From an optimization exercise on the open Yosys and OpenROAD flow, aimed at small area, a short achievable clock period and few clock cycles per item; shortcuts taken in it are not production practice. Only simulation tests tie the RTL to the original design; equivalence was not proved.

==> design/flow/design.v <==
package ntt_pkg;
    localparam int DATA_W = 14;
    localparam logic [DATA_W-1:0] Q = 14'd12289;
    localparam logic [DATA_W-1:0] R2_MOD_Q = 14'd6829;
endpackage
`timescale 1ns/1ps
module coef_regfile (
    input  logic        clk,
    input  logic [3:0]  wr,         
    input  logic [13:0] wd0,
    input  logic [13:0] wd1,
    input  logic [13:0] wd2,
    input  logic [13:0] wd3,
    output logic [13:0] head0,
    output logic [13:0] head1,
    output logic [13:0] head2,
    output logic [13:0] head3,
    output logic [13:0] nxt0,
    output logic [13:0] nxt1,
    output logic [13:0] nxt3
);
    logic [13:0] l0 [0:3];
    logic [13:0] l1 [0:3];
    logic [13:0] l2 [0:3];
    logic [13:0] l3 [0:3];
    always_ff @(posedge clk) begin
        l0[0] <= wr[0] ? wd0 : l0[1]; l0[1] <= l0[2]; l0[2] <= l0[3]; l0[3] <= l0[0];
        l1[0] <= wr[1] ? wd1 : l1[1]; l1[1] <= l1[2]; l1[2] <= l1[3]; l1[3] <= l1[0];
        l2[0] <= wr[2] ? wd2 : l2[1]; l2[1] <= l2[2]; l2[2] <= l2[3]; l2[3] <= l2[0];
        l3[0] <= wr[3] ? wd3 : l3[1]; l3[1] <= l3[2]; l3[2] <= l3[3]; l3[3] <= l3[0];
    end
    assign head0 = l0[0];
    assign head1 = l1[0];
    assign head2 = l2[0];
    assign head3 = l3[0];
    assign nxt0  = l0[1];
    assign nxt1  = l1[1];
    assign nxt3  = l3[1];
endmodule
`timescale 1ns/1ps
module twiddle_ram (
    input  logic        clk,
    input  logic        wr_en,
    input  logic [2:0]  wr_idx,
    input  logic [13:0] wr_data,
    input  logic [2:0]  rd_sel,     
    output logic [13:0] rd_data
);
    logic [13:0] w1, w2, w3, w4, w6;
    always_ff @(posedge clk) begin
        if (wr_en && wr_idx == 3'd1) w1 <= wr_data;
        if (wr_en && wr_idx == 3'd2) w2 <= wr_data;
        if (wr_en && wr_idx == 3'd3) w3 <= wr_data;
        if (wr_en && wr_idx == 3'd4) w4 <= wr_data;
        if (wr_en && wr_idx == 3'd6) w6 <= wr_data;
    end
    always_comb begin
        case (rd_sel)
            3'd0:    rd_data = w1;
            3'd1:    rd_data = w2;
            3'd2:    rd_data = w3;
            3'd3:    rd_data = w4;
            3'd4:    rd_data = w6;
            default: rd_data = ntt_pkg::R2_MOD_Q;
        endcase
    end
endmodule
`timescale 1ns/1ps
module mod_mult (
    input  logic        clk,
    input  logic [13:0] a,
    input  logic [13:0] b,
    output logic [13:0] p
);
    logic [13:0] a_r;
    logic [13:0] b_r;
    logic [27:0] s_r;      
    logic [27:0] c_r;
    logic [13:0] hi_r;     
    logic [13:0] m_r;      
    logic [1:0]  k_r;      
    logic [27:0] s_n;
    logic [27:0] c_n;
    logic [27:0] prod;
    logic [13:0] lo;
    logic [13:0] m;
    logic [2:0]  h;
    logic [1:0]  c;
    logic [1:0]  kc;
    logic [14:0] tx, ty, ux, uy;
    logic [14:0] t;
    logic [14:0] tq;
    mul_csa csa_i (.a(a_r), .b(b_r), .s(s_n), .c(c_n));
    always_comb begin
        prod = s_r + c_r;
        lo   = prod[13:0];
        m    = {2'(lo[1:0] * 2'd3), 12'd0} - lo;
        h    = {1'b0, lo[13:12]} + {1'b0, lo[1:0]};
        if (lo == 14'd0)                                           c = 2'd0;
        else if ((h > 3'd4) || ((h == 3'd4) && (lo[11:0] != 12'd0))) c = 2'd2;
        else                                                       c = 2'd1;
        kc   = c + 2'(m[1] & m[0]);
        tx   = {1'b0, hi_r} ^ {3'b0, m_r[13:2]} ^ {2'b0, m_r[13:1]};
        ty   = {(({1'b0, hi_r} & {3'b0, m_r[13:2]}) | ({1'b0, hi_r} & {2'b0, m_r[13:1]}) |
                 ({3'b0, m_r[13:2]} & {2'b0, m_r[13:1]})), 1'b0};
        ux   = tx ^ ty ^ 15'd20479;
        uy   = {((tx & ty) | (tx & 15'd20479) | (ty & 15'd20479)), 1'b0};
        t    = tx + ty + 15'(k_r);
        tq   = ux + uy + 15'(k_r);
    end
    always_ff @(posedge clk) begin
        a_r  <= a;
        b_r  <= b;
        s_r  <= s_n;
        c_r  <= c_n;
        hi_r <= prod[27:14];
        m_r  <= m;
        k_r  <= kc;
        p    <= tq[14] ? t[13:0] : tq[13:0];
    end
endmodule
module mul_csa (
    input  logic [13:0] a,
    input  logic [13:0] b,
    output logic [27:0] s,
    output logic [27:0] c
);
    logic [13:0] pp [0:13];
    always_comb for (int i = 0; i < 14; i++) pp[i] = a & {14{b[i]}};
    logic s1;
    logic c2;
    logic s3;
    logic c4;
    logic s5;
    logic c6;
    logic s7;
    logic c8;
    logic s9;
    logic c10;
    logic s11;
    logic c12;
    logic s13;
    logic c14;
    logic s15;
    logic c16;
    logic s17;
    logic c18;
    logic s19;
    logic c20;
    logic s21;
    logic c22;
    logic s23;
    logic c24;
    logic s25;
    logic c26;
    logic s27;
    logic c28;
    logic s29;
    logic c30;
    logic s31;
    logic c32;
    logic s33;
    logic c34;
    logic s35;
    logic c36;
    logic s37;
    logic c38;
    logic s39;
    logic c40;
    logic s41;
    logic c42;
    logic s43;
    logic c44;
    logic s45;
    logic c46;
    logic s47;
    logic c48;
    logic s49;
    logic c50;
    logic s51;
    logic c52;
    logic s53;
    logic c54;
    logic s55;
    logic c56;
    logic s57;
    logic c58;
    logic s59;
    logic c60;
    logic s61;
    logic c62;
    logic s63;
    logic c64;
    logic s65;
    logic c66;
    logic s67;
    logic c68;
    logic s69;
    logic c70;
    logic s71;
    logic c72;
    logic s73;
    logic c74;
    logic s75;
    logic c76;
    logic s77;
    logic c78;
    logic s79;
    logic c80;
    logic s81;
    logic c82;
    logic s83;
    logic c84;
    logic s85;
    logic c86;
    logic s87;
    logic c88;
    logic s89;
    logic c90;
    logic s91;
    logic c92;
    logic s93;
    logic c94;
    logic s95;
    logic c96;
    logic s97;
    logic c98;
    logic s99;
    logic c100;
    logic s101;
    logic c102;
    logic s103;
    logic c104;
    logic s105;
    logic c106;
    logic s107;
    logic c108;
    logic s109;
    logic c110;
    logic s111;
    logic c112;
    logic s113;
    logic c114;
    logic s115;
    logic c116;
    logic s117;
    logic c118;
    logic s119;
    logic c120;
    logic s121;
    logic c122;
    logic s123;
    logic c124;
    logic s125;
    logic c126;
    logic s127;
    logic c128;
    logic s129;
    logic c130;
    logic s131;
    logic c132;
    logic s133;
    logic c134;
    logic s135;
    logic c136;
    logic s137;
    logic c138;
    logic s139;
    logic c140;
    logic s141;
    logic c142;
    logic s143;
    logic c144;
    logic s145;
    logic c146;
    logic s147;
    logic c148;
    logic s149;
    logic c150;
    logic s151;
    logic c152;
    logic s153;
    logic c154;
    logic s155;
    logic c156;
    logic s157;
    logic c158;
    logic s159;
    logic c160;
    logic s161;
    logic c162;
    logic s163;
    logic c164;
    logic s165;
    logic c166;
    logic s167;
    logic c168;
    logic s169;
    logic c170;
    logic s171;
    logic c172;
    logic s173;
    logic c174;
    logic s175;
    logic c176;
    logic s177;
    logic c178;
    logic s179;
    logic c180;
    logic s181;
    logic c182;
    logic s183;
    logic c184;
    logic s185;
    logic c186;
    logic s187;
    logic c188;
    logic s189;
    logic c190;
    logic s191;
    logic c192;
    logic s193;
    logic c194;
    logic s195;
    logic c196;
    logic s197;
    logic c198;
    logic s199;
    logic c200;
    logic s201;
    logic c202;
    logic s203;
    logic c204;
    logic s205;
    logic c206;
    logic s207;
    logic c208;
    logic s209;
    logic c210;
    logic s211;
    logic c212;
    logic s213;
    logic c214;
    logic s215;
    logic c216;
    logic s217;
    logic c218;
    logic s219;
    logic c220;
    logic s221;
    logic c222;
    logic s223;
    logic c224;
    logic s225;
    logic c226;
    logic s227;
    logic c228;
    logic s229;
    logic c230;
    logic s231;
    logic c232;
    logic s233;
    logic c234;
    logic s235;
    logic c236;
    logic s237;
    logic c238;
    logic s239;
    logic c240;
    logic s241;
    logic c242;
    logic s243;
    logic c244;
    logic s245;
    logic c246;
    logic s247;
    logic c248;
    logic s249;
    logic c250;
    logic s251;
    logic c252;
    logic s253;
    logic c254;
    logic s255;
    logic c256;
    logic s257;
    logic c258;
    logic s259;
    logic c260;
    logic s261;
    logic c262;
    logic s263;
    logic c264;
    logic s265;
    logic c266;
    logic s267;
    logic c268;
    logic s269;
    logic c270;
    logic s271;
    logic c272;
    logic s273;
    logic c274;
    logic s275;
    logic c276;
    logic s277;
    logic c278;
    logic s279;
    logic c280;
    logic s281;
    logic c282;
    logic s283;
    logic c284;
    logic s285;
    logic c286;
    logic s287;
    logic c288;
    logic s289;
    logic c290;
    logic s291;
    logic c292;
    logic s293;
    logic c294;
    logic s295;
    logic c296;
    logic s297;
    logic c298;
    logic s299;
    logic c300;
    logic s301;
    logic c302;
    logic s303;
    logic c304;
    logic s305;
    logic c306;
    logic s307;
    logic c308;
    logic s309;
    logic c310;
    logic s311;
    logic c312;
    assign s1 = pp[0][13] ^ pp[1][12];
    assign c2 = pp[0][13] & pp[1][12];
    assign s3 = pp[1][13] ^ pp[2][12];
    assign c4 = pp[1][13] & pp[2][12];
    assign s5 = pp[0][9] ^ pp[1][8];
    assign c6 = pp[0][9] & pp[1][8];
    assign s7 = pp[0][10] ^ pp[1][9] ^ pp[2][8];
    assign c8 = (pp[0][10] & pp[1][9]) | (pp[0][10] & pp[2][8]) | (pp[1][9] & pp[2][8]);
    assign s9 = pp[3][7] ^ pp[4][6];
    assign c10 = pp[3][7] & pp[4][6];
    assign s11 = pp[0][11] ^ pp[1][10] ^ pp[2][9];
    assign c12 = (pp[0][11] & pp[1][10]) | (pp[0][11] & pp[2][9]) | (pp[1][10] & pp[2][9]);
    assign s13 = pp[3][8] ^ pp[4][7] ^ pp[5][6];
    assign c14 = (pp[3][8] & pp[4][7]) | (pp[3][8] & pp[5][6]) | (pp[4][7] & pp[5][6]);
    assign s15 = pp[6][5] ^ pp[7][4];
    assign c16 = pp[6][5] & pp[7][4];
    assign s17 = pp[0][12] ^ pp[1][11] ^ pp[2][10];
    assign c18 = (pp[0][12] & pp[1][11]) | (pp[0][12] & pp[2][10]) | (pp[1][11] & pp[2][10]);
    assign s19 = pp[3][9] ^ pp[4][8] ^ pp[5][7];
    assign c20 = (pp[3][9] & pp[4][8]) | (pp[3][9] & pp[5][7]) | (pp[4][8] & pp[5][7]);
    assign s21 = pp[6][6] ^ pp[7][5] ^ pp[8][4];
    assign c22 = (pp[6][6] & pp[7][5]) | (pp[6][6] & pp[8][4]) | (pp[7][5] & pp[8][4]);
    assign s23 = pp[9][3] ^ pp[10][2];
    assign c24 = pp[9][3] & pp[10][2];
    assign s25 = s1 ^ pp[2][11] ^ pp[3][10];
    assign c26 = (s1 & pp[2][11]) | (s1 & pp[3][10]) | (pp[2][11] & pp[3][10]);
    assign s27 = pp[4][9] ^ pp[5][8] ^ pp[6][7];
    assign c28 = (pp[4][9] & pp[5][8]) | (pp[4][9] & pp[6][7]) | (pp[5][8] & pp[6][7]);
    assign s29 = pp[7][6] ^ pp[8][5] ^ pp[9][4];
    assign c30 = (pp[7][6] & pp[8][5]) | (pp[7][6] & pp[9][4]) | (pp[8][5] & pp[9][4]);
    assign s31 = pp[10][3] ^ pp[11][2] ^ pp[12][1];
    assign c32 = (pp[10][3] & pp[11][2]) | (pp[10][3] & pp[12][1]) | (pp[11][2] & pp[12][1]);
    assign s33 = c2 ^ s3 ^ pp[3][11];
    assign c34 = (c2 & s3) | (c2 & pp[3][11]) | (s3 & pp[3][11]);
    assign s35 = pp[4][10] ^ pp[5][9] ^ pp[6][8];
    assign c36 = (pp[4][10] & pp[5][9]) | (pp[4][10] & pp[6][8]) | (pp[5][9] & pp[6][8]);
    assign s37 = pp[7][7] ^ pp[8][6] ^ pp[9][5];
    assign c38 = (pp[7][7] & pp[8][6]) | (pp[7][7] & pp[9][5]) | (pp[8][6] & pp[9][5]);
    assign s39 = pp[10][4] ^ pp[11][3] ^ pp[12][2];
    assign c40 = (pp[10][4] & pp[11][3]) | (pp[10][4] & pp[12][2]) | (pp[11][3] & pp[12][2]);
    assign s41 = c4 ^ pp[2][13] ^ pp[3][12];
    assign c42 = (c4 & pp[2][13]) | (c4 & pp[3][12]) | (pp[2][13] & pp[3][12]);
    assign s43 = pp[4][11] ^ pp[5][10] ^ pp[6][9];
    assign c44 = (pp[4][11] & pp[5][10]) | (pp[4][11] & pp[6][9]) | (pp[5][10] & pp[6][9]);
    assign s45 = pp[7][8] ^ pp[8][7] ^ pp[9][6];
    assign c46 = (pp[7][8] & pp[8][7]) | (pp[7][8] & pp[9][6]) | (pp[8][7] & pp[9][6]);
    assign s47 = pp[10][5] ^ pp[11][4] ^ pp[12][3];
    assign c48 = (pp[10][5] & pp[11][4]) | (pp[10][5] & pp[12][3]) | (pp[11][4] & pp[12][3]);
    assign s49 = pp[3][13] ^ pp[4][12] ^ pp[5][11];
    assign c50 = (pp[3][13] & pp[4][12]) | (pp[3][13] & pp[5][11]) | (pp[4][12] & pp[5][11]);
    assign s51 = pp[6][10] ^ pp[7][9] ^ pp[8][8];
    assign c52 = (pp[6][10] & pp[7][9]) | (pp[6][10] & pp[8][8]) | (pp[7][9] & pp[8][8]);
    assign s53 = pp[9][7] ^ pp[10][6] ^ pp[11][5];
    assign c54 = (pp[9][7] & pp[10][6]) | (pp[9][7] & pp[11][5]) | (pp[10][6] & pp[11][5]);
    assign s55 = pp[4][13] ^ pp[5][12] ^ pp[6][11];
    assign c56 = (pp[4][13] & pp[5][12]) | (pp[4][13] & pp[6][11]) | (pp[5][12] & pp[6][11]);
    assign s57 = pp[7][10] ^ pp[8][9] ^ pp[9][8];
    assign c58 = (pp[7][10] & pp[8][9]) | (pp[7][10] & pp[9][8]) | (pp[8][9] & pp[9][8]);
    assign s59 = pp[5][13] ^ pp[6][12] ^ pp[7][11];
    assign c60 = (pp[5][13] & pp[6][12]) | (pp[5][13] & pp[7][11]) | (pp[6][12] & pp[7][11]);
    assign s61 = pp[0][6] ^ pp[1][5];
    assign c62 = pp[0][6] & pp[1][5];
    assign s63 = pp[0][7] ^ pp[1][6] ^ pp[2][5];
    assign c64 = (pp[0][7] & pp[1][6]) | (pp[0][7] & pp[2][5]) | (pp[1][6] & pp[2][5]);
    assign s65 = pp[3][4] ^ pp[4][3];
    assign c66 = pp[3][4] & pp[4][3];
    assign s67 = pp[0][8] ^ pp[1][7] ^ pp[2][6];
    assign c68 = (pp[0][8] & pp[1][7]) | (pp[0][8] & pp[2][6]) | (pp[1][7] & pp[2][6]);
    assign s69 = pp[3][5] ^ pp[4][4] ^ pp[5][3];
    assign c70 = (pp[3][5] & pp[4][4]) | (pp[3][5] & pp[5][3]) | (pp[4][4] & pp[5][3]);
    assign s71 = pp[6][2] ^ pp[7][1];
    assign c72 = pp[6][2] & pp[7][1];
    assign s73 = s5 ^ pp[2][7] ^ pp[3][6];
    assign c74 = (s5 & pp[2][7]) | (s5 & pp[3][6]) | (pp[2][7] & pp[3][6]);
    assign s75 = pp[4][5] ^ pp[5][4] ^ pp[6][3];
    assign c76 = (pp[4][5] & pp[5][4]) | (pp[4][5] & pp[6][3]) | (pp[5][4] & pp[6][3]);
    assign s77 = pp[7][2] ^ pp[8][1] ^ pp[9][0];
    assign c78 = (pp[7][2] & pp[8][1]) | (pp[7][2] & pp[9][0]) | (pp[8][1] & pp[9][0]);
    assign s79 = c6 ^ s7 ^ s9;
    assign c80 = (c6 & s7) | (c6 & s9) | (s7 & s9);
    assign s81 = pp[5][5] ^ pp[6][4] ^ pp[7][3];
    assign c82 = (pp[5][5] & pp[6][4]) | (pp[5][5] & pp[7][3]) | (pp[6][4] & pp[7][3]);
    assign s83 = pp[8][2] ^ pp[9][1] ^ pp[10][0];
    assign c84 = (pp[8][2] & pp[9][1]) | (pp[8][2] & pp[10][0]) | (pp[9][1] & pp[10][0]);
    assign s85 = c8 ^ c10 ^ s11;
    assign c86 = (c8 & c10) | (c8 & s11) | (c10 & s11);
    assign s87 = s13 ^ s15 ^ pp[8][3];
    assign c88 = (s13 & s15) | (s13 & pp[8][3]) | (s15 & pp[8][3]);
    assign s89 = pp[9][2] ^ pp[10][1] ^ pp[11][0];
    assign c90 = (pp[9][2] & pp[10][1]) | (pp[9][2] & pp[11][0]) | (pp[10][1] & pp[11][0]);
    assign s91 = c12 ^ c14 ^ c16;
    assign c92 = (c12 & c14) | (c12 & c16) | (c14 & c16);
    assign s93 = s17 ^ s19 ^ s21;
    assign c94 = (s17 & s19) | (s17 & s21) | (s19 & s21);
    assign s95 = s23 ^ pp[11][1] ^ pp[12][0];
    assign c96 = (s23 & pp[11][1]) | (s23 & pp[12][0]) | (pp[11][1] & pp[12][0]);
    assign s97 = c18 ^ c20 ^ c22;
    assign c98 = (c18 & c20) | (c18 & c22) | (c20 & c22);
    assign s99 = c24 ^ s25 ^ s27;
    assign c100 = (c24 & s25) | (c24 & s27) | (s25 & s27);
    assign s101 = s29 ^ s31 ^ pp[13][0];
    assign c102 = (s29 & s31) | (s29 & pp[13][0]) | (s31 & pp[13][0]);
    assign s103 = c26 ^ c28 ^ c30;
    assign c104 = (c26 & c28) | (c26 & c30) | (c28 & c30);
    assign s105 = c32 ^ s33 ^ s35;
    assign c106 = (c32 & s33) | (c32 & s35) | (s33 & s35);
    assign s107 = s37 ^ s39 ^ pp[13][1];
    assign c108 = (s37 & s39) | (s37 & pp[13][1]) | (s39 & pp[13][1]);
    assign s109 = c34 ^ c36 ^ c38;
    assign c110 = (c34 & c36) | (c34 & c38) | (c36 & c38);
    assign s111 = c40 ^ s41 ^ s43;
    assign c112 = (c40 & s41) | (c40 & s43) | (s41 & s43);
    assign s113 = s45 ^ s47 ^ pp[13][2];
    assign c114 = (s45 & s47) | (s45 & pp[13][2]) | (s47 & pp[13][2]);
    assign s115 = c42 ^ c44 ^ c46;
    assign c116 = (c42 & c44) | (c42 & c46) | (c44 & c46);
    assign s117 = c48 ^ s49 ^ s51;
    assign c118 = (c48 & s49) | (c48 & s51) | (s49 & s51);
    assign s119 = s53 ^ pp[12][4] ^ pp[13][3];
    assign c120 = (s53 & pp[12][4]) | (s53 & pp[13][3]) | (pp[12][4] & pp[13][3]);
    assign s121 = c50 ^ c52 ^ c54;
    assign c122 = (c50 & c52) | (c50 & c54) | (c52 & c54);
    assign s123 = s55 ^ s57 ^ pp[10][7];
    assign c124 = (s55 & s57) | (s55 & pp[10][7]) | (s57 & pp[10][7]);
    assign s125 = pp[11][6] ^ pp[12][5] ^ pp[13][4];
    assign c126 = (pp[11][6] & pp[12][5]) | (pp[11][6] & pp[13][4]) | (pp[12][5] & pp[13][4]);
    assign s127 = c56 ^ c58 ^ s59;
    assign c128 = (c56 & c58) | (c56 & s59) | (c58 & s59);
    assign s129 = pp[8][10] ^ pp[9][9] ^ pp[10][8];
    assign c130 = (pp[8][10] & pp[9][9]) | (pp[8][10] & pp[10][8]) | (pp[9][9] & pp[10][8]);
    assign s131 = pp[11][7] ^ pp[12][6] ^ pp[13][5];
    assign c132 = (pp[11][7] & pp[12][6]) | (pp[11][7] & pp[13][5]) | (pp[12][6] & pp[13][5]);
    assign s133 = c60 ^ pp[6][13] ^ pp[7][12];
    assign c134 = (c60 & pp[6][13]) | (c60 & pp[7][12]) | (pp[6][13] & pp[7][12]);
    assign s135 = pp[8][11] ^ pp[9][10] ^ pp[10][9];
    assign c136 = (pp[8][11] & pp[9][10]) | (pp[8][11] & pp[10][9]) | (pp[9][10] & pp[10][9]);
    assign s137 = pp[11][8] ^ pp[12][7] ^ pp[13][6];
    assign c138 = (pp[11][8] & pp[12][7]) | (pp[11][8] & pp[13][6]) | (pp[12][7] & pp[13][6]);
    assign s139 = pp[7][13] ^ pp[8][12] ^ pp[9][11];
    assign c140 = (pp[7][13] & pp[8][12]) | (pp[7][13] & pp[9][11]) | (pp[8][12] & pp[9][11]);
    assign s141 = pp[10][10] ^ pp[11][9] ^ pp[12][8];
    assign c142 = (pp[10][10] & pp[11][9]) | (pp[10][10] & pp[12][8]) | (pp[11][9] & pp[12][8]);
    assign s143 = pp[8][13] ^ pp[9][12] ^ pp[10][11];
    assign c144 = (pp[8][13] & pp[9][12]) | (pp[8][13] & pp[10][11]) | (pp[9][12] & pp[10][11]);
    assign s145 = pp[0][4] ^ pp[1][3];
    assign c146 = pp[0][4] & pp[1][3];
    assign s147 = pp[0][5] ^ pp[1][4] ^ pp[2][3];
    assign c148 = (pp[0][5] & pp[1][4]) | (pp[0][5] & pp[2][3]) | (pp[1][4] & pp[2][3]);
    assign s149 = pp[3][2] ^ pp[4][1];
    assign c150 = pp[3][2] & pp[4][1];
    assign s151 = s61 ^ pp[2][4] ^ pp[3][3];
    assign c152 = (s61 & pp[2][4]) | (s61 & pp[3][3]) | (pp[2][4] & pp[3][3]);
    assign s153 = pp[4][2] ^ pp[5][1] ^ pp[6][0];
    assign c154 = (pp[4][2] & pp[5][1]) | (pp[4][2] & pp[6][0]) | (pp[5][1] & pp[6][0]);
    assign s155 = c62 ^ s63 ^ s65;
    assign c156 = (c62 & s63) | (c62 & s65) | (s63 & s65);
    assign s157 = pp[5][2] ^ pp[6][1] ^ pp[7][0];
    assign c158 = (pp[5][2] & pp[6][1]) | (pp[5][2] & pp[7][0]) | (pp[6][1] & pp[7][0]);
    assign s159 = c64 ^ c66 ^ s67;
    assign c160 = (c64 & c66) | (c64 & s67) | (c66 & s67);
    assign s161 = s69 ^ s71 ^ pp[8][0];
    assign c162 = (s69 & s71) | (s69 & pp[8][0]) | (s71 & pp[8][0]);
    assign s163 = c68 ^ c70 ^ c72;
    assign c164 = (c68 & c70) | (c68 & c72) | (c70 & c72);
    assign s165 = s73 ^ s75 ^ s77;
    assign c166 = (s73 & s75) | (s73 & s77) | (s75 & s77);
    assign s167 = c74 ^ c76 ^ c78;
    assign c168 = (c74 & c76) | (c74 & c78) | (c76 & c78);
    assign s169 = s79 ^ s81 ^ s83;
    assign c170 = (s79 & s81) | (s79 & s83) | (s81 & s83);
    assign s171 = c80 ^ c82 ^ c84;
    assign c172 = (c80 & c82) | (c80 & c84) | (c82 & c84);
    assign s173 = s85 ^ s87 ^ s89;
    assign c174 = (s85 & s87) | (s85 & s89) | (s87 & s89);
    assign s175 = c86 ^ c88 ^ c90;
    assign c176 = (c86 & c88) | (c86 & c90) | (c88 & c90);
    assign s177 = s91 ^ s93 ^ s95;
    assign c178 = (s91 & s93) | (s91 & s95) | (s93 & s95);
    assign s179 = c92 ^ c94 ^ c96;
    assign c180 = (c92 & c94) | (c92 & c96) | (c94 & c96);
    assign s181 = s97 ^ s99 ^ s101;
    assign c182 = (s97 & s99) | (s97 & s101) | (s99 & s101);
    assign s183 = c98 ^ c100 ^ c102;
    assign c184 = (c98 & c100) | (c98 & c102) | (c100 & c102);
    assign s185 = s103 ^ s105 ^ s107;
    assign c186 = (s103 & s105) | (s103 & s107) | (s105 & s107);
    assign s187 = c104 ^ c106 ^ c108;
    assign c188 = (c104 & c106) | (c104 & c108) | (c106 & c108);
    assign s189 = s109 ^ s111 ^ s113;
    assign c190 = (s109 & s111) | (s109 & s113) | (s111 & s113);
    assign s191 = c110 ^ c112 ^ c114;
    assign c192 = (c110 & c112) | (c110 & c114) | (c112 & c114);
    assign s193 = s115 ^ s117 ^ s119;
    assign c194 = (s115 & s117) | (s115 & s119) | (s117 & s119);
    assign s195 = c116 ^ c118 ^ c120;
    assign c196 = (c116 & c118) | (c116 & c120) | (c118 & c120);
    assign s197 = s121 ^ s123 ^ s125;
    assign c198 = (s121 & s123) | (s121 & s125) | (s123 & s125);
    assign s199 = c122 ^ c124 ^ c126;
    assign c200 = (c122 & c124) | (c122 & c126) | (c124 & c126);
    assign s201 = s127 ^ s129 ^ s131;
    assign c202 = (s127 & s129) | (s127 & s131) | (s129 & s131);
    assign s203 = c128 ^ c130 ^ c132;
    assign c204 = (c128 & c130) | (c128 & c132) | (c130 & c132);
    assign s205 = s133 ^ s135 ^ s137;
    assign c206 = (s133 & s135) | (s133 & s137) | (s135 & s137);
    assign s207 = c134 ^ c136 ^ c138;
    assign c208 = (c134 & c136) | (c134 & c138) | (c136 & c138);
    assign s209 = s139 ^ s141 ^ pp[13][7];
    assign c210 = (s139 & s141) | (s139 & pp[13][7]) | (s141 & pp[13][7]);
    assign s211 = c140 ^ c142 ^ s143;
    assign c212 = (c140 & c142) | (c140 & s143) | (c142 & s143);
    assign s213 = pp[11][10] ^ pp[12][9] ^ pp[13][8];
    assign c214 = (pp[11][10] & pp[12][9]) | (pp[11][10] & pp[13][8]) | (pp[12][9] & pp[13][8]);
    assign s215 = c144 ^ pp[9][13] ^ pp[10][12];
    assign c216 = (c144 & pp[9][13]) | (c144 & pp[10][12]) | (pp[9][13] & pp[10][12]);
    assign s217 = pp[11][11] ^ pp[12][10] ^ pp[13][9];
    assign c218 = (pp[11][11] & pp[12][10]) | (pp[11][11] & pp[13][9]) | (pp[12][10] & pp[13][9]);
    assign s219 = pp[10][13] ^ pp[11][12] ^ pp[12][11];
    assign c220 = (pp[10][13] & pp[11][12]) | (pp[10][13] & pp[12][11]) | (pp[11][12] & pp[12][11]);
    assign s221 = pp[0][3] ^ pp[1][2];
    assign c222 = pp[0][3] & pp[1][2];
    assign s223 = s145 ^ pp[2][2] ^ pp[3][1];
    assign c224 = (s145 & pp[2][2]) | (s145 & pp[3][1]) | (pp[2][2] & pp[3][1]);
    assign s225 = c146 ^ s147 ^ s149;
    assign c226 = (c146 & s147) | (c146 & s149) | (s147 & s149);
    assign s227 = c148 ^ c150 ^ s151;
    assign c228 = (c148 & c150) | (c148 & s151) | (c150 & s151);
    assign s229 = c152 ^ c154 ^ s155;
    assign c230 = (c152 & c154) | (c152 & s155) | (c154 & s155);
    assign s231 = c156 ^ c158 ^ s159;
    assign c232 = (c156 & c158) | (c156 & s159) | (c158 & s159);
    assign s233 = c160 ^ c162 ^ s163;
    assign c234 = (c160 & c162) | (c160 & s163) | (c162 & s163);
    assign s235 = c164 ^ c166 ^ s167;
    assign c236 = (c164 & c166) | (c164 & s167) | (c166 & s167);
    assign s237 = c168 ^ c170 ^ s171;
    assign c238 = (c168 & c170) | (c168 & s171) | (c170 & s171);
    assign s239 = c172 ^ c174 ^ s175;
    assign c240 = (c172 & c174) | (c172 & s175) | (c174 & s175);
    assign s241 = c176 ^ c178 ^ s179;
    assign c242 = (c176 & c178) | (c176 & s179) | (c178 & s179);
    assign s243 = c180 ^ c182 ^ s183;
    assign c244 = (c180 & c182) | (c180 & s183) | (c182 & s183);
    assign s245 = c184 ^ c186 ^ s187;
    assign c246 = (c184 & c186) | (c184 & s187) | (c186 & s187);
    assign s247 = c188 ^ c190 ^ s191;
    assign c248 = (c188 & c190) | (c188 & s191) | (c190 & s191);
    assign s249 = c192 ^ c194 ^ s195;
    assign c250 = (c192 & c194) | (c192 & s195) | (c194 & s195);
    assign s251 = c196 ^ c198 ^ s199;
    assign c252 = (c196 & c198) | (c196 & s199) | (c198 & s199);
    assign s253 = c200 ^ c202 ^ s203;
    assign c254 = (c200 & c202) | (c200 & s203) | (c202 & s203);
    assign s255 = c204 ^ c206 ^ s207;
    assign c256 = (c204 & c206) | (c204 & s207) | (c206 & s207);
    assign s257 = c208 ^ c210 ^ s211;
    assign c258 = (c208 & c210) | (c208 & s211) | (c210 & s211);
    assign s259 = c212 ^ c214 ^ s215;
    assign c260 = (c212 & c214) | (c212 & s215) | (c214 & s215);
    assign s261 = c216 ^ c218 ^ s219;
    assign c262 = (c216 & c218) | (c216 & s219) | (c218 & s219);
    assign s263 = c220 ^ pp[11][13] ^ pp[12][12];
    assign c264 = (c220 & pp[11][13]) | (c220 & pp[12][12]) | (pp[11][13] & pp[12][12]);
    assign s265 = pp[0][2] ^ pp[1][1];
    assign c266 = pp[0][2] & pp[1][1];
    assign s267 = s221 ^ pp[2][1] ^ pp[3][0];
    assign c268 = (s221 & pp[2][1]) | (s221 & pp[3][0]) | (pp[2][1] & pp[3][0]);
    assign s269 = c222 ^ s223 ^ pp[4][0];
    assign c270 = (c222 & s223) | (c222 & pp[4][0]) | (s223 & pp[4][0]);
    assign s271 = c224 ^ s225 ^ pp[5][0];
    assign c272 = (c224 & s225) | (c224 & pp[5][0]) | (s225 & pp[5][0]);
    assign s273 = c226 ^ s227 ^ s153;
    assign c274 = (c226 & s227) | (c226 & s153) | (s227 & s153);
    assign s275 = c228 ^ s229 ^ s157;
    assign c276 = (c228 & s229) | (c228 & s157) | (s229 & s157);
    assign s277 = c230 ^ s231 ^ s161;
    assign c278 = (c230 & s231) | (c230 & s161) | (s231 & s161);
    assign s279 = c232 ^ s233 ^ s165;
    assign c280 = (c232 & s233) | (c232 & s165) | (s233 & s165);
    assign s281 = c234 ^ s235 ^ s169;
    assign c282 = (c234 & s235) | (c234 & s169) | (s235 & s169);
    assign s283 = c236 ^ s237 ^ s173;
    assign c284 = (c236 & s237) | (c236 & s173) | (s237 & s173);
    assign s285 = c238 ^ s239 ^ s177;
    assign c286 = (c238 & s239) | (c238 & s177) | (s239 & s177);
    assign s287 = c240 ^ s241 ^ s181;
    assign c288 = (c240 & s241) | (c240 & s181) | (s241 & s181);
    assign s289 = c242 ^ s243 ^ s185;
    assign c290 = (c242 & s243) | (c242 & s185) | (s243 & s185);
    assign s291 = c244 ^ s245 ^ s189;
    assign c292 = (c244 & s245) | (c244 & s189) | (s245 & s189);
    assign s293 = c246 ^ s247 ^ s193;
    assign c294 = (c246 & s247) | (c246 & s193) | (s247 & s193);
    assign s295 = c248 ^ s249 ^ s197;
    assign c296 = (c248 & s249) | (c248 & s197) | (s249 & s197);
    assign s297 = c250 ^ s251 ^ s201;
    assign c298 = (c250 & s251) | (c250 & s201) | (s251 & s201);
    assign s299 = c252 ^ s253 ^ s205;
    assign c300 = (c252 & s253) | (c252 & s205) | (s253 & s205);
    assign s301 = c254 ^ s255 ^ s209;
    assign c302 = (c254 & s255) | (c254 & s209) | (s255 & s209);
    assign s303 = c256 ^ s257 ^ s213;
    assign c304 = (c256 & s257) | (c256 & s213) | (s257 & s213);
    assign s305 = c258 ^ s259 ^ s217;
    assign c306 = (c258 & s259) | (c258 & s217) | (s259 & s217);
    assign s307 = c260 ^ s261 ^ pp[13][10];
    assign c308 = (c260 & s261) | (c260 & pp[13][10]) | (s261 & pp[13][10]);
    assign s309 = c262 ^ s263 ^ pp[13][11];
    assign c310 = (c262 & s263) | (c262 & pp[13][11]) | (s263 & pp[13][11]);
    assign s311 = c264 ^ pp[12][13] ^ pp[13][12];
    assign c312 = (c264 & pp[12][13]) | (c264 & pp[13][12]) | (pp[12][13] & pp[13][12]);
    assign s[0] = pp[0][0];
    assign c[0] = 1'b0;
    assign s[1] = pp[0][1];
    assign c[1] = pp[1][0];
    assign s[2] = s265;
    assign c[2] = pp[2][0];
    assign s[3] = c266;
    assign c[3] = s267;
    assign s[4] = c268;
    assign c[4] = s269;
    assign s[5] = c270;
    assign c[5] = s271;
    assign s[6] = c272;
    assign c[6] = s273;
    assign s[7] = c274;
    assign c[7] = s275;
    assign s[8] = c276;
    assign c[8] = s277;
    assign s[9] = c278;
    assign c[9] = s279;
    assign s[10] = c280;
    assign c[10] = s281;
    assign s[11] = c282;
    assign c[11] = s283;
    assign s[12] = c284;
    assign c[12] = s285;
    assign s[13] = c286;
    assign c[13] = s287;
    assign s[14] = c288;
    assign c[14] = s289;
    assign s[15] = c290;
    assign c[15] = s291;
    assign s[16] = c292;
    assign c[16] = s293;
    assign s[17] = c294;
    assign c[17] = s295;
    assign s[18] = c296;
    assign c[18] = s297;
    assign s[19] = c298;
    assign c[19] = s299;
    assign s[20] = c300;
    assign c[20] = s301;
    assign s[21] = c302;
    assign c[21] = s303;
    assign s[22] = c304;
    assign c[22] = s305;
    assign s[23] = c306;
    assign c[23] = s307;
    assign s[24] = c308;
    assign c[24] = s309;
    assign s[25] = c310;
    assign c[25] = s311;
    assign s[26] = c312;
    assign c[26] = pp[13][13];
    assign s[27] = 1'b0;
    assign c[27] = 1'b0;
endmodule
`timescale 1ns/1ps
module mod_addsub (
    input  logic [13:0] a,
    input  logic [13:0] b,
    input  logic        sub,
    output logic [13:0] y
);
    logic [14:0] bb;
    logic [14:0] s;
    logic [14:0] t;
    logic [14:0] k;
    logic [14:0] cx;
    logic [14:0] cy;
    always_comb begin
        bb = {1'b0, b} ^ {15{sub}};
        k  = sub ? 15'd12290 : 15'd20479;
        cx = {1'b0, a} ^ bb ^ k;
        cy = ({1'b0, a} & bb) | ({1'b0, a} & k) | (bb & k);
        s  = {1'b0, a} + bb + 15'(sub);
        t  = cx + {cy[13:0], 1'b0};
        if (sub) y = s[14] ? t[13:0] : s[13:0];
        else     y = t[14] ? s[13:0] : t[13:0];
    end
endmodule
module mod_add (
    input  logic [13:0] a,
    input  logic [13:0] b,
    output logic [13:0] y
);
    logic [14:0] s;
    logic [14:0] t;
    logic [14:0] cx;
    logic [14:0] cy;
    always_comb begin
        cx = {1'b0, a} ^ {1'b0, b} ^ 15'd20479;
        cy = ({1'b0, a} & {1'b0, b}) | ({1'b0, a} & 15'd20479) | ({1'b0, b} & 15'd20479);
        s = {1'b0, a} + {1'b0, b};
        t = cx + {cy[13:0], 1'b0};
        y = t[14] ? s[13:0] : t[13:0];
    end
endmodule
module mod_sub (
    input  logic [13:0] a,
    input  logic [13:0] b,
    output logic [13:0] y
);
    logic [14:0] s;
    logic [14:0] t;
    logic [14:0] cx;
    logic [14:0] cy;
    always_comb begin
        cx = {1'b0, a} ^ {1'b1, ~b} ^ 15'd12290;
        cy = ({1'b0, a} & {1'b1, ~b}) | ({1'b0, a} & 15'd12290) | ({1'b1, ~b} & 15'd12290);
        s = {1'b0, a} + {1'b1, ~b} + 15'd1;
        t = cx + {cy[13:0], 1'b0};
        y = s[14] ? t[13:0] : s[13:0];
    end
endmodule
`timescale 1ns/1ps
`timescale 1ns/1ps
module ntt_core (
    input  logic        clk,
    input  logic        reset,
    input  logic        load_w,
    input  logic        load_data,
    input  logic        start,
    input  logic [13:0] din,
    output logic        done,
    output logic [13:0] dout
);
    typedef enum logic [2:0] {
        S_IDLE,
        S_LTW,
        S_LDATA,
        S_WAIT,
        S_RUN
    } state_t;
    state_t      state;
    logic [3:0]  seq;
    logic [3:0]  twk;      
    logic [1:0]  hcol;     
    logic [4:0]  k;        
    logic [4:0]  kn;       
    logic        spec;     
    logic        ready;
    logic        go;
    logic        go_spec;
    logic        cmd_start;
    logic        commit;
    logic        abort;
    logic [13:0] din_r;
    logic        ldv_r;    
    logic [3:0]  ldi_r;
    assign cmd_start = start && !load_w && !load_data;
    assign ready     = (hcol == 2'd1) && (twk >= 4'd13);
    assign go_spec   = (state == S_LDATA) && (seq == 4'd14) && ready;
    assign commit    = spec && (state == S_IDLE) && cmd_start;
    assign abort     = spec && (state == S_IDLE) && !cmd_start;
    assign go        = ready && !spec && (((state == S_IDLE) && cmd_start) || (state == S_WAIT));
    assign kn        = (go || go_spec) ? 5'd1 :
                       (abort ? 5'd0 : (((k != 5'd0) && (k != 5'd25)) ? k + 5'd1 : 5'd0));
    always_ff @(posedge clk or posedge reset) begin
        if (reset) begin
            state <= S_IDLE;
            seq   <= '0;
            twk   <= 4'd15;
            hcol  <= '0;
            k     <= '0;
            spec  <= 1'b0;
            ldv_r <= 1'b0;
            ldi_r <= '0;
        end else begin
            hcol  <= hcol + 2'd1;
            ldv_r <= (state == S_LDATA);
            ldi_r <= seq;
            k     <= kn;
            if (twk != 4'd15) twk <= twk + 4'd1;
            if (go_spec) spec <= 1'b1;
            if (state == S_IDLE) spec <= 1'b0;
            case (state)
                S_IDLE: begin
                    seq <= '0;
                    if (commit) begin
                        state <= S_RUN;
                    end else if (load_w) begin
                        state <= S_LTW;
                        twk   <= '0;
                    end else if (load_data) begin
                        state <= S_LDATA;
                        hcol  <= 2'd3;
                    end else if (start) begin
                        state <= go ? S_RUN : S_WAIT;
                    end
                end
                S_LTW: begin
                    seq <= seq + 4'd1;
                    if (seq == 4'd7) state <= S_IDLE;
                end
                S_LDATA: begin
                    seq <= seq + 4'd1;
                    if (seq == 4'd15) state <= S_IDLE;
                end
                S_WAIT: begin
                    if (go) state <= S_RUN;
                end
                S_RUN: begin
                    if (k == 5'd25) state <= S_IDLE;
                end
                default: state <= S_IDLE;
            endcase
        end
    end
    logic       s2_sub;
    logic       s2_swap;   
    logic       s2_bu2;    
    logic       d_wr;
    logic       z_mult;
    logic       ru_p3;     
    logic       ru_sub;
    logic       f_r3n;     
    logic       en_r1;
    logic       en_r0;
    logic       en_r2;
    logic       f_hi;      
    logic       f_sub;
    logic       out_en;
    always_ff @(posedge clk) begin
        s2_sub  <= ((kn >= 5'd5) && (kn <= 5'd8)) || (kn >= 5'd13);
        s2_swap <= (kn == 5'd15);
        s2_bu2  <= (kn <= 5'd8);
        d_wr    <= (kn >= 5'd4) && (kn <= 5'd7);
        ru_p3   <= (kn[1:0] == 2'd3);
        ru_sub  <= kn[1];
        f_r3n   <= (kn[1:0] != 2'd1);
        en_r1   <= (kn[1:0] == 2'd0);
        en_r0   <= (kn[1:0] == 2'd1);
        en_r2   <= (kn[1:0] == 2'd2);
        f_hi    <= kn[1] ^ 1'b1;       
        f_sub   <= kn[0];
        out_en  <= (kn >= 5'd10) && (kn <= 5'd25);
        case (kn)
            5'd9, 5'd10, 5'd11, 5'd13, 5'd14, 5'd15, 5'd17, 5'd18, 5'd19: z_mult <= 1'b1;
            default: z_mult <= 1'b0;
        endcase
    end
    logic [4:0] kq;
    logic [1:0] ma_sel;
    logic [2:0] tw_sel;
    logic       conv;      
    assign kq   = ((k != 5'd0) && (k != 5'd25)) ? k + 5'd1 : 5'd0;
    assign conv = (twk <= 4'd7);
    always_comb begin
        if (kq <= 5'd4)           ma_sel = 2'd1;   
        else if (kq[1:0] == 2'd1) ma_sel = 2'd2;   
        else                      ma_sel = 2'd3;   
        case (kq)
            5'd6:    tw_sel = 3'd1;   
            5'd8:    tw_sel = 3'd4;   
            5'd10:   tw_sel = 3'd0;   
            5'd11:   tw_sel = 3'd1;   
            5'd12:   tw_sel = 3'd2;   
            5'd14:   tw_sel = 3'd2;   
            5'd15:   tw_sel = 3'd4;   
            5'd16:   tw_sel = 3'd0;   
            default: tw_sel = 3'd3;   
        endcase
        if (conv) tw_sel = 3'd7;
    end
    always_ff @(posedge clk) begin
        din_r <= din;
    end
    logic [13:0] h0, h1, h2, h3, n0, n1, n3;
    logic [13:0] lx;       
    logic [13:0] la, lc;
    logic [3:0]  l_wr;
    logic        l_hi;     
    assign l_hi = ldi_r[3];
    assign lx   = ldi_r[2] ? n1 : n0;
    mod_add ld_add_i (.a(lx), .b(din_r), .y(la));
    mod_sub ld_sub_i (.a(lx), .b(din_r), .y(lc));
    logic [13:0] e_nxt;
    assign e_nxt = (ldv_r && (ldi_r[3:2] == 2'd3)) ? lc : n3;
    always_comb begin
        l_wr = 4'b0000;
        if (ldv_r) begin
            l_wr[{l_hi, ldi_r[2]}] = 1'b1;    
            if (l_hi) l_wr[{1'b0, ldi_r[2]}] = 1'b1;    
        end
    end
    coef_regfile rf_i (
        .clk  (clk),
        .wr   (l_wr),
        .wd0  (l_hi ? la : din_r),
        .wd1  (l_hi ? la : din_r),
        .wd2  (lc),
        .wd3  (lc),
        .head0(h0),
        .head1(h1),
        .head2(h2),
        .head3(h3),
        .nxt0 (n0),
        .nxt1 (n1),
        .nxt3 (n3)
    );
    logic [13:0] dr [0:3];
    logic [13:0] mp;
    always_ff @(posedge clk) begin
        dr[0] <= d_wr ? mp : dr[1];
        dr[1] <= dr[2];
        dr[2] <= dr[3];
        dr[3] <= dr[0];
    end
    logic [13:0] y, y_n;
    logic [13:0] s2_a, s2_b;
    assign s2_a = s2_swap ? dr[0] : (s2_bu2 ? h0 : h2);
    assign s2_b = s2_bu2 ? h1 : (s2_swap ? h2 : dr[0]);
    mod_addsub s2_i (.a(s2_a), .b(s2_b), .sub(s2_sub), .y(y_n));
    always_ff @(posedge clk) begin
        y <= y_n;
    end
    logic [13:0] ma;
    logic [13:0] mb;
    always_comb begin
        if (conv)                 ma = din;
        else if (ma_sel == 2'd1)  ma = e_nxt;
        else if (ma_sel == 2'd2)  ma = t_r;
        else                      ma = y_n;
    end
    twiddle_ram tw_i (
        .clk    (clk),
        .wr_en  ((twk >= 4'd4) && (twk <= 4'd11)),
        .wr_idx (3'(twk - 4'd4)),
        .wr_data(mp),
        .rd_sel (tw_sel),
        .rd_data(mb)
    );
    mod_mult mult_i (
        .clk(clk),
        .a  (ma),
        .b  (mb),
        .p  (mp)
    );
    logic [13:0] yd1, yd2, yd3;
    always_ff @(posedge clk) begin
        yd1 <= y;
        yd2 <= yd1;
        yd3 <= yd2;
    end
    logic [13:0] z;
    logic [13:0] zd1, zd2, zd3, zd4;
    assign z = z_mult ? mp : yd3;
    always_ff @(posedge clk) begin
        zd1 <= z;
        zd2 <= zd1;
        zd3 <= zd2;
        zd4 <= zd3;
    end
    logic [13:0] ru_a, ru_b, ru_y;
    logic [13:0] t_r;      
    logic [13:0] r0, r1, r2, r3h;
    always_comb begin
        ru_a = ({14{ru_p3 | en_r2}} & zd2) | ({14{en_r1}} & zd3) | ({14{en_r0}} & zd1);
        ru_b = ({14{ru_p3}} & z) | ({14{en_r1}} & zd1) | ({14{en_r0}} & zd3) | ({14{en_r2}} & zd4);
    end
    mod_addsub ru_i (.a(ru_a), .b(ru_b), .sub(ru_sub), .y(ru_y));
    always_ff @(posedge clk) begin
        t_r <= ru_y;
        if (en_r1) r1 <= ru_y;
        if (en_r0) r0 <= ru_y;
        if (en_r2) r2 <= ru_y;
        r3h <= mp;
    end
    logic [13:0] fa, fb, fy;
    assign fa = f_hi ? r2 : r0;
    assign fb = f_hi ? (f_r3n ? mp : r3h) : r1;
    mod_addsub fin_i (.a(fa), .b(fb), .sub(f_sub), .y(fy));
    always_ff @(posedge clk or posedge reset) begin
        if (reset) begin
            done <= 1'b0;
            dout <= '0;
        end else begin
            done <= (k == 5'd9);
            dout <= out_en ? fy : 14'd0;
        end
    end
endmodule
==> design/flow/run.sh <==
#!/bin/bash
# synth_recipe.tcl (not shown) runs the flow's synth.tcl, then flattens the netlist and writes it again
# the make line also repeats each setting of config.mk as NAME=value (left out here)
make -C /OpenROAD-flow-scripts/flow DESIGN_CONFIG=/design/flow/config.mk WORK_HOME=/design/flow/orfs CLKGATE_MAP_FILE= SYNTH_SCRIPT=/design/flow/synth_recipe.tcl finish
==> design/flow/config.mk <==
export PLATFORM = sky130hd
export DESIGN_NAME = ntt_core
export DESIGN_NICKNAME = ntt_core
export VERILOG_FILES = /design/flow/design.v
export SDC_FILE = /design/flow/constraint.sdc
export NUM_CORES = 4
export LEC_CHECK = 0
export ABC_AREA = 1
export CAP_MARGIN = 20
export CORE_MARGIN = 2
export CORE_UTILIZATION = 40
export CTS_BUF_LIST = sky130_fd_sc_hd__clkbuf_8
export SETUP_SLACK_MARGIN = 2.5
export SLEW_MARGIN = 20
==> design/flow/constraint.sdc <==
create_clock -name core_clock -period 7.0 [get_ports {clk}]
set_input_delay 1.4000 -clock core_clock [delete_from_list [all_inputs] [get_ports {clk}]]
set_output_delay 1.4000 -clock core_clock [all_outputs]
set_load 0.01 [all_outputs]
==> results_dict.tcl, run 1 <==
set metrics [dict create \
    skew_ns 0.0636 \
    ctsLongestPathBuffers 3 \
    dp_hpwl_um 77600 \
    drc 0 \
    h-tree-depth 3 \
    cts_tree "done" \
    fin_setup_tns_ns 0 \
    syn_nets 5066 \
    endpoint_kind "register" \
    rsz0062_at_grt "false" \
    synth_compound_area_share_pct 8.15 \
    die_x_um 316 \
    path_class "reg2reg" \
    area_growth_pct 10.9 \
    netlist_instances 4584 \
    tightest_slew_ns 0.957 \
    cts_made_buffers 113 \
    via_per_inst 4.82 \
    seq_area_frac_synth_pct 40.5 \
    synth_xor_area_share_pct 5.07 \
    yosys_warnings 14 \
    min_period_over_period_pct 60.1 \
    ys_ff_latch 721 \
    drt_iter0_markers 1839 \
    root_buffer "clkbuf_8" \
    first_global_vias 28700 \
    nNetsFinal 5121 \
    cp.arrival_ns 4.84 \
    slew_viol_final 0 \
    initial_core_util_pct 40.3 \
    antenna_found_initial 2 \
    final_antenna_net_count 0 \
    gr-total-overflow 0 \
    async_flop_share_pct 5.13 \
    numPortBuffers 33 \
    synth_ff_type "dfxtp_1" \
    first_pass_iters 6 \
    die_area_um2 99700 \
    grt_usage_pct 20.5 \
    syn_area_per_cell_um2 8.48 \
    rows 114 \
    start_kind "register" \
    ios 34 \
    synth_area_um2 38900 \
    synth_edf_count 112 \
    synth_cell_type_count 67 \
    final_core_util_pct 44.7 \
    slew_headroom_pct 36.1 \
    synth_top_family_by_area "simple AND/OR/NAND/NOR gates" \
    drive_above_1_share_pct 7.01 \
    grt_pass1_wl_um 159000 \
    design_area_um2 43100 \
    synth_mux_area_share_pct 0.660 \
    outcome "timing/DRC/antenna clean" \
    drv_cap 0 \
    coreArea_um2 96400 \
    fin_crit_ns 4.21 \
    cp_max_fo 19 \
    synth_fa_ha_area_share_pct 18.4 \
    placed_cell_area_um2 40500 \
    worstPathRequired_ns 7.64 \
    finalSetupViolations 0 \
    vias 29000 \
    hold_viol 0 \
    drt_wl_total_um 102000 \
    grt_max_degree 40 \
    cts_sinks 721 \
    ctsHoldBuffers 0 \
    clk_pin_slew_ns 0.06 \
    holdCritPathClass "reg2reg" \
    fp.dieH_um 316 \
    clock_latency_ns 0.78 \
    globalplace.congestion 0.909 \
    wl_per_cell_um 16.9 \
    fmax_ghz 0.238 \
    synth-simple-area-share_pct 18.9 \
]
==> per-layer routing <==
layer	global-route usage [%]	vias up	wire length, µm
li1	-	14600	-
met1	27.5	13700	47100
met2	34.2	612	47500
met3	2.75	153	4310
met4	6.69	0	2830
met5	0	-	0
==> critical path, stage by stage (launching register included) <==
cell      delay (ns)
dfrtp_1         0.36
buf_4           0.18
inv_1           0.31
or2_2           0.17
o21ai_0         0.27
inv_1           0.18
ha_1            0.21
inv_1           0.07
fa_1            0.42
nand3b_1        0.18
nand2_1         0.09
o21bai_1        0.14
a21o_1          0.51
nand3_1         0.27
nand3_1         0.23
nand3_1         0.15
nand2_1         0.10
a21oi_1         0.04
nor2_1          0.21
==> layout make-up <==
cell class	count	area, µm²
Fill cell	9551	53300
Multi-Input combinational cell	3026	20000
Sequential cell	721	15800
Inverter	714	2700
Clock buffer	144	1980
Tap cell	1276	1600
Timing Repair Buffer	62	552
Clock inverter	69	529
Timing Repair inverter	1	5.00
Antenna cell	1	2.50
==> cells in the mapped netlist, types with 5 or more instances <==
| library cell | n | share of area (%) |
|---|---|---|
| o21bai_1 | 15 | 0.29 |
| a22oi_1 | 13 | 0.25 |
| clkbuf_1 | 80 | 0.77 |
| nor3_1 | 30 | 0.39 |
| o31ai_1 | 6 | 0.12 |
| a21oi_1 | 227 | 2.9 |
| nand3_1 | 261 | 3.4 |
| a21o_1 | 19 | 0.37 |
| nand2_1 | 1100 | 11 |
| nand2_2 | 8 | 0.13 |
| o21ai_1 | 23 | 0.30 |
| or2_2 | 34 | 0.55 |
| and2_1 | 13 | 0.21 |
| mux2_2 | 13 | 0.38 |
| buf_2 | 20 | 0.26 |
| ha_1 | 281 | 9.0 |
| o211ai_1 | 5 | 0.097 |
| buf_4 | 7 | 0.14 |
| nand4_1 | 32 | 0.52 |
| xnor2_1 | 72 | 1.6 |
| o21ai_0 | 212 | 2.7 |
| a31oi_1 | 11 | 0.18 |
| xor2_1 | 151 | 3.4 |
| edfxtp_1 | 112 | 8.7 |
| buf_1 | 14 | 0.14 |
| o2111ai_1 | 6 | 0.14 |
| nand3b_1 | 14 | 0.27 |
| o21a_1 | 10 | 0.19 |
| mux2i_1 | 11 | 0.28 |
| nor4_1 | 5 | 0.080 |
| inv_2 | 11 | 0.11 |
| dfxtp_1 | 572 | 29 |
| fa_1 | 182 | 9.4 |
| dfrtp_1 | 33 | 2.1 |
| inv_1 | 699 | 6.8 |
| nor2_1 | 220 | 2.1 |
==> what timing repair did <==
action | in CTS | in global routing
gates resized for setup | 5 | 39
setup buffers | 0 | 6
endpoints found under the setup margin | 58 | 108
cloned | 0 | 2
pin swaps | 0 | 1
==> layout by cell type (no fill, tap or decap), types with 6 or more instances in the layout <==
cell type	n
a21o_1	19
a21oi_1	224
a22oi_1	13
a31oi_1	11
and2_1	13
buf_4	28
bufinv_16	7
clkbuf_8	144
clkdlybuf4s50_1	33
clkinv_2	19
dfrtp_1	33
dfxtp_1	563
dfxtp_2	8
edfxtp_1	112
fa_1	182
ha_1	281
inv_1	732
inv_2	9
mux2_2	13
mux2i_1	11
nand2_1	1095
nand2_2	11
nand3_1	261
nand3b_1	14
nand4_1	32
nor2_1	217
nor2_2	6
nor3_1	27
o2111ai_1	6
o21a_1	10
o21ai_0	202
o21ai_1	33
o21bai_1	15
o31ai_1	6
or2_2	34
xnor2_1	72
xor2_1	151
==> logic make-up (layout without fill, tap and decap cells) <==
group / after synthesis / in the layout
adders and majority gates: 463 / 463
other: 0 / 1
xor gates and xnor gates: 224 / 224
and+or+nand+nor: 1743 / 1744
AOI/OAI and AO/OA: 571 / 571
buffers and inverters: 838 / 990
muxes: 24 / 24
DFF: 721 / 721
==> per-stage QoR <==
step,std cells,worst slack [ns],hold slack [ns]
floorplan,4584,3.00,0.310
global placement,5792,2.08,0.310
detailed placement,5792,2.17,0.312
CTS,6005,2.43,0.279
global route,6014,2.47,0.269
finish,6014,2.79,0.293
==> path summary, 6_finish.rpt <==
path	start	end	slack, ns	cells past startpoint
max	ldi_r[2]	mult_i.a_r[9]	2.79	18
min	rf_i.l3[2][9]	rf_i.l3[1][9]	0.29	0
max reg2reg	ldi_r[2]	mult_i.a_r[9]	2.79	18
min reg2reg	rf_i.l3[2][9]	rf_i.l3[1][9]	0.29	0
max in group asynchronous	reset	ldi_r[2]	5.51	3
min in group asynchronous	reset	seq[1]	1.08	3
==> sequential cells by signal, summed over array words and instances, names as in the netlist, 26 cells and up <==
signal      flops
rf_i.l2        56
mult_i.s_r     27
dr             56
rf_i.l0        56
mult_i.c_r     26
rf_i.l3        56
rf_i.l1        56
Testbench counts, summed over its fixed seeds: cycles 7,952, transforms 192.
==> inputs of run 2 (changes only) <==
--- a/design/flow/config.mk
+++ b/design/flow/config.mk
@@ -12,3 +12,3 @@
 export CTS_BUF_LIST = sky130_fd_sc_hd__clkbuf_8
-export SETUP_SLACK_MARGIN = 2.5
+export SETUP_SLACK_MARGIN = 3.5
 export SLEW_MARGIN = 20
==> run 2 against run 1 <==
  * Core utilization up 4.7 points
  * Register-to-register slack improved by 0.74 ns
  * Largest cell class unchanged
  * Non-clock buffer count rose by 187
==> results_dict.tcl, run 2 <==
set metrics [dict create \
    synth_ff_type "dfxtp_1" \
    synth.most_common_cell "nand2_1" \
    synth_area_leaders "dfxtp_1 29%, nand2_1 11%, fa_1 9.4%" \
    async_flop_share_pct 5.13 \
    wl_per_cell_um 17.5 \
    hold_viol 0 \
    via_per_inst 4.91 \
    fp.dieH_um 316 \
    slew_viol_final 0 \
    netlist_instances 4584 \
    seq_area_frac_synth_pct 40.5 \
    min_period_over_period_pct 49.5 \
    first_global_vias 29800 \
    synth_top_family_by_area "simple AND/OR/NAND/NOR gates" \
    final_cell_mix "1010 x nand2_1, 702 x inv_1, 534 x dfxtp_1" \
    cp.arrival_ns 4.10 \
    synth-simple-area-share_pct 18.9 \
    numPortBuffers 33 \
    rows 114 \
    timing.rr.end "mult_i.c_r[15]" \
    start_kind "register" \
    cts_sinks 721 \
    synth_cell_type_count 67 \
    drt_wl_total_um 109000 \
    final_cells 6210 \
    yosysTopAreaCell "dfxtp_1" \
    grt_pass1_wl_um 165000 \
    ys_ff_latch 721 \
    hold_end "dr[1][9]" \
    design_area_um2 47600 \
    die_x_um 316 \
    regToRegSetupSlack_ns 3.53 \
    endpoint_kind "register" \
    drv_cap 0 \
    hp-start "dr[2][9]" \
    area_growth_pct 22.5 \
    dr_wl_met3_um 4930 \
    clk_pin_slew_ns 0.06 \
    fmax_ghz 0.288 \
    path_class "reg2reg" \
    synth_compound_area_share_pct 8.15 \
    root_buffer "clkbuf_8" \
    wl_met2_um 51200 \
    first_pass_iters 5 \
    cp_max_fo 3 \
    outcome "timing/DRC/antenna clean" \
    syn_area_per_cell_um2 8.48 \
    num-fill-cells 9045 \
    drt-met1-wl_um 49500 \
    synth_area_um2 38900 \
    globalplace.congestion 0.911 \
    fin_setup_tns_ns 0 \
    drt_iter0_markers 1955 \
    cts_made_buffers 114 \
    drc 0 \
    fin_crit_ns 3.47 \
    syn_nets 5066 \
    cts_tree "done" \
    rsz0062_at_grt "true" \
    final_antenna_net_count 0 \
    skew_ns 0.0694 \
    initial_core_util_pct 40.3 \
    h-tree-depth 3 \
    ctsHoldBuffers 0 \
    nNetsFinal 5318 \
    dp_hpwl_um 76800 \
    synth_xor_area_share_pct 5.07 \
    top_layer "met5" \
    synth_fa_ha_area_share_pct 18.4 \
    holdCritPathClass "reg2reg" \
    synth_top_area_share_pct 29.5 \
    yosys_warnings 14 \
    synth_edf_count 112 \
    dpl.cell_count 5796 \
    slew_headroom_pct 24.4 \
    ys_top_cells_by_count "1100 x nand2_1, 699 x inv_1, 572 x dfxtp_1" \
    placed_cell_area_um2 40500 \
    finalSetupViolations 0 \
    vias 30500 \
    holdPathStages 0 \
    die_area_um2 99700 \
    r2r_start "mult_i.b_r[1]" \
    antenna_found_initial 2 \
    final_common_cell "nand2_1" \
    gr-total-overflow 0 \
    worstPathRequired_ns 7.63 \
    synth_mux_area_share_pct 0.660 \
    reg2regPathDepth 12 \
    ctsLongestPathBuffers 3 \
    clock_latency_ns 0.75 \
    drive_above_1_share_pct 20.2 \
    grt_max_degree 40 \
    ios 34 \
    tightest_slew_ns 1.13 \
    coreArea_um2 96400 \
    grt_usage_pct 21.2 \
]
-- run 2: cell counts after synthesis --
Identical to the previous run, type by type.
-- run 2: timing repair --
item,in CTS,in global routing
cloned,8,7
gates resized for setup,345,452
pin swaps,77,172
endpoints found under the setup margin,185,151
buffers inserted,87,98
-- run 2: per-stage QoR --
step	worst slack [ns]	utilization (%)	hold WS [ns]
final	3.53	49.4	0.275
after global routing	3.32	49.4	0.288
after CTS	3.44	46.4	0.263
after detailed placement	2.19	42.1	0.312
after global placement	2.27	42.1	0.310
after floorplan	3.50	-	0.310
-- run 2: cell type report --
type	count	area (µm²)	share of cell area, %
Antenna cell	3	7.51	0.0158
Clock inverter	67	400	0.841
Timing Repair Buffer	249	2290	4.81
Sequential cell	721	15900	33.3
Multi-Input combinational cell	3035	22700	47.7
Clock buffer	144	1980	4.16
Tap cell	1276	1600	3.35
Timing Repair inverter	1	5.00	0.0105
Inverter	714	2760	5.79
-- run 2: how the worst max path moves through the flow --
stage,cells past startpoint,slack (ns),from,to
after floorplan,21,3.50,en_r1,r0[3]
after global placement,21,2.27,ldi_r[2],rf_i.l1[0][1]
after detailed placement,21,2.19,ldi_r[2],rf_i.l0[0][1]
after CTS,20,3.44,ldi_r[2],rf_i.l0[0][1]
after global routing,26,3.32,s2_swap,mult_i.a_r[12]
final,12,3.53,mult_i.b_r[1],mult_i.c_r[15]
-- run 2: logic make-up after synthesis --
family                   count (synthesis)
adder cells (fa/ha/maj)                463
AO/OA/AOI/OAI                          571
AND/OR/NAND/NOR                       1743
XOR/XNOR                               224
flip-flops                             721
buffers and inverters                  838
multiplexers                            24
-- run 2: worst max-delay path, stage by stage (launching register included) --
cell,delay [ns]
dfxtp_4,0.38
nand2_1,0.07
inv_1,0.04
ha_1,0.27
inv_1,0.05
fa_2,0.52
inv_2,0.04
fa_2,0.52
inv_1,0.05
fa_2,0.33
fa_1,0.48
inv_1,0.05
fa_2,0.55
-- run 2: per-layer routing --
metal / global-route usage [%] / up-vias
li1: - / 15000
met1: 28.7 / 14600
met2: 35.3 / 710
met3: 2.84 / 175
met4: 6.83 / 2
met5: 0 / -
==> inputs of run 3 (changes only) <==
--- a/design/flow/config.mk
+++ b/design/flow/config.mk
@@ -12,3 +12,3 @@
 export CTS_BUF_LIST = sky130_fd_sc_hd__clkbuf_8
-export SETUP_SLACK_MARGIN = 3.5
+export SETUP_SLACK_MARGIN = 3.0
 export SLEW_MARGIN = 20
==> run 3 against run 2 <==
  * Core utilization shrank 4.0 points
  * Clock skew shrank 0.0089 ns
  * Routed wire length shrank 5.8%
  * Flip-flop and latch count is the same
  * Via count shrank 4.1%
  * Synthesized cell count is the same
  * Worst hold slack gained 0.022 ns
  * Sequential share of layout area grew 2.7 points
  * Highest routed layer is now met4
==> results_dict.tcl, run 3 <==
set metrics [dict create \
    slew_headroom_pct 36.7 \
    synth_top_area_share_pct 29.5 \
    die_x_um 316 \
    yosysTopAreaCell "dfxtp_1" \
    regToRegSetupSlack_ns 3.16 \
    ys_ff_latch 721 \
    holdCritPathClass "reg2reg" \
    ctsLongestPathBuffers 3 \
    critical_path_buf_inv_count 3 \
    cp.arrival_ns 4.42 \
    fp.dieH_um 316 \
    min_period_over_period_pct 54.8 \
    syn_nets 5066 \
    crit_path_frequent_cell "fa_1" \
    clock_latency_ns 0.78 \
    grt_max_degree 40 \
    netlist_instances 4584 \
    final_cell_mix "1081 x nand2_1, 728 x inv_1, 552 x dfxtp_1" \
    drive_above_1_share_pct 9.50 \
    yosys_warnings 14 \
    grt.busiest_layer "met2" \
    drv_cap 0 \
    via_per_inst 4.85 \
    cts_made_buffers 113 \
    first_global_vias 28700 \
    wl_per_cell_um 17.0 \
    cts_sinks 721 \
    endpoint_kind "register" \
    gr-total-overflow 0 \
    seq_area_frac_synth_pct 40.5 \
    synth_cell_type_count 67 \
    initial_core_util_pct 40.3 \
    async_flop_share_pct 5.13 \
    area_growth_pct 12.7 \
    coreArea_um2 96400 \
    vias 29300 \
    fin_setup_tns_ns 0 \
    worstPathRequired_ns 7.58 \
    start_kind "register" \
    final_common_cell "nand2_1" \
    cp_max_fo 14 \
    antenna_found_initial 2 \
    drc 0 \
    rows 114 \
    fmax_ghz 0.261 \
    globalplace.congestion 0.909 \
    h-tree-depth 3 \
    dpl.cell_count 5792 \
    met1_usage_pct 27.6 \
    hold_viol 0 \
    fin_crit_ns 3.84 \
    synth_area_leaders "dfxtp_1 29%, nand2_1 11%, fa_1 9.4%" \
    drt_iter0_markers 1816 \
    cts_tree "done" \
    ios 34 \
    synth_edf_count 112 \
    grt_pass1_wl_um 160000 \
    syn_area_per_cell_um2 8.48 \
    rsz0062_at_grt "true" \
    first_pass_iters 6 \
    ys_top_cells_by_count "1100 x nand2_1, 699 x inv_1, 572 x dfxtp_1" \
    tightest_slew_ns 0.949 \
    nNetsFinal 5141 \
    slowest_stage "dfxtp_1" \
    finalSetupViolations 0 \
    worstPathCellList "nand2_1 > fa_1 > inv_1 > fa_1 > inv_1 > fa_1 > fa_1 > inv_1 > fa_1" \
    synth_ff_type "dfxtp_1" \
    slew_viol_final 0 \
    grt_usage_pct 20.6 \
    dp_hpwl_um 77600 \
    die_area_um2 99700 \
    grt_use_met2_pct 34.3 \
    critPathTopFamily "adder cells" \
    clk_pin_slew_ns 0.06 \
    drt_wl_total_um 102000 \
    path_class "reg2reg" \
    use_met3_pct 2.76 \
    synth_area_um2 38900 \
    outcome "timing/DRC/antenna clean" \
    root_buffer "clkbuf_8" \
    synth.most_common_cell "nand2_1" \
    final_antenna_net_count 0 \
    skew_ns 0.0605 \
    numPortBuffers 33 \
    final_cells 6034 \
    slowest_delay_ns 0.90 \
]
run 3: layout make-up:
type | instances | area [µm²]
fill | 9470 | 52600
clock buffer | 144 | 1980
timing repair buffer | 80 | 772
timing repair inverter | 1 | 7.51
sequential | 721 | 15800
clock inverter | 69 | 529
inverter | 714 | 2720
tap | 1276 | 1600
multi-input combinational | 3028 | 20400
antenna | 1 | 2.50
run 3: timing repair:
item,in CTS,in global routing
endpoints found under the setup margin,132,121
hold buffers,0,0
pin swaps,2,29
gates resized for setup,57,157
buffers inserted,6,18
gates cloned,2,2
run 3: path summary, 6_finish.rpt:
check                                       to            from  cells past startpoint
worst max-delay path            mult_i.c_r[15]   mult_i.a_r[9]                      9
worst min-delay path            rf_i.l3[1][11]  rf_i.l3[2][11]                      0
worst max register to register  mult_i.c_r[15]   mult_i.a_r[9]                      9
worst min register to register  rf_i.l3[1][11]  rf_i.l3[2][11]                      0
max in group asynchronous             ldi_r[2]           reset                      3
min in group asynchronous               seq[1]           reset                      3
run 3: metrics by stage:
step / area [µm²] / setup slack, ns / util, % / hold slack (ns)
floorplan: 38900 / 3.00 / - / 0.310
global placement: 40500 / 2.08 / 42.0 / 0.310
detailed placement: 40500 / 2.17 / 42.0 / 0.312
CTS: 43200 / 3.00 / 44.8 / 0.279
global route: 43800 / 2.96 / 45.4 / 0.269
finish: 43800 / 3.16 / 45.4 / 0.297
run 3: logic make-up (layout without fill, tap and decap cells):
kind of cell | Yosys count | in the layout | share of synthesized area [%]
flops | 721 | 721 | 40.5
fa+ha+maj | 463 | 463 | 18.4
mux | 24 | 24 | 0.660
simple gates | 1743 | 1746 | 18.9
buf+inv | 838 | 1008 | 8.27
compound gates | 571 | 571 | 8.15
xor+xnor | 224 | 224 | 5.07
other cells | 0 | 1 | 0
run 3: routing by layer:
metal / part of all wire, % / vias to the layer above
met2: 47 / 636
met5: 0 / -
met1: 46 / 13800
met3: 4.1 / 157
met4: 2.9 / 0
li1: - / 14600

[afterwards: timing with drivers on the ports]
In the flow no input, the clock included, has a driving cell. The finished layouts below were timed again as built, in two steps.
Step 1 sets driving cells, clkbuf_16 on the clock port and buf_2 on the other inputs (assumed; they add their load-dependent delay and slew).
Step 2 also shifts input and output timing later by t, the mid clock arrival at the registers, as if the neighbouring blocks saw the same clock.
Slacks: ideal ports / drivers / drivers and shift; pairs: ideal ports / drivers.
| run | t (ns) | slack for setup (ns) | hold slack, ns | worst slew at a driven data input, ns |
|---|---|---|---|---|
| run 1 | 0.806 | 2.793 / 2.793 / 2.793 | 0.293 / 0.293 / 0.293 | 0.04 |
| run 2 | 0.777 | 3.533 / 3.533 / 2.940 | 0.275 / 0.275 / 0.275 | 0.05 |
| run 3 | 0.803 | 3.162 / 3.162 / 2.971 | 0.297 / 0.297 / 0.297 | 0.04 |
After both steps setup and hold are still met in every run listed. The setup slack of run 2, which loses most, moves by 0.000 ns with the drivers and by -0.593 ns with both steps.
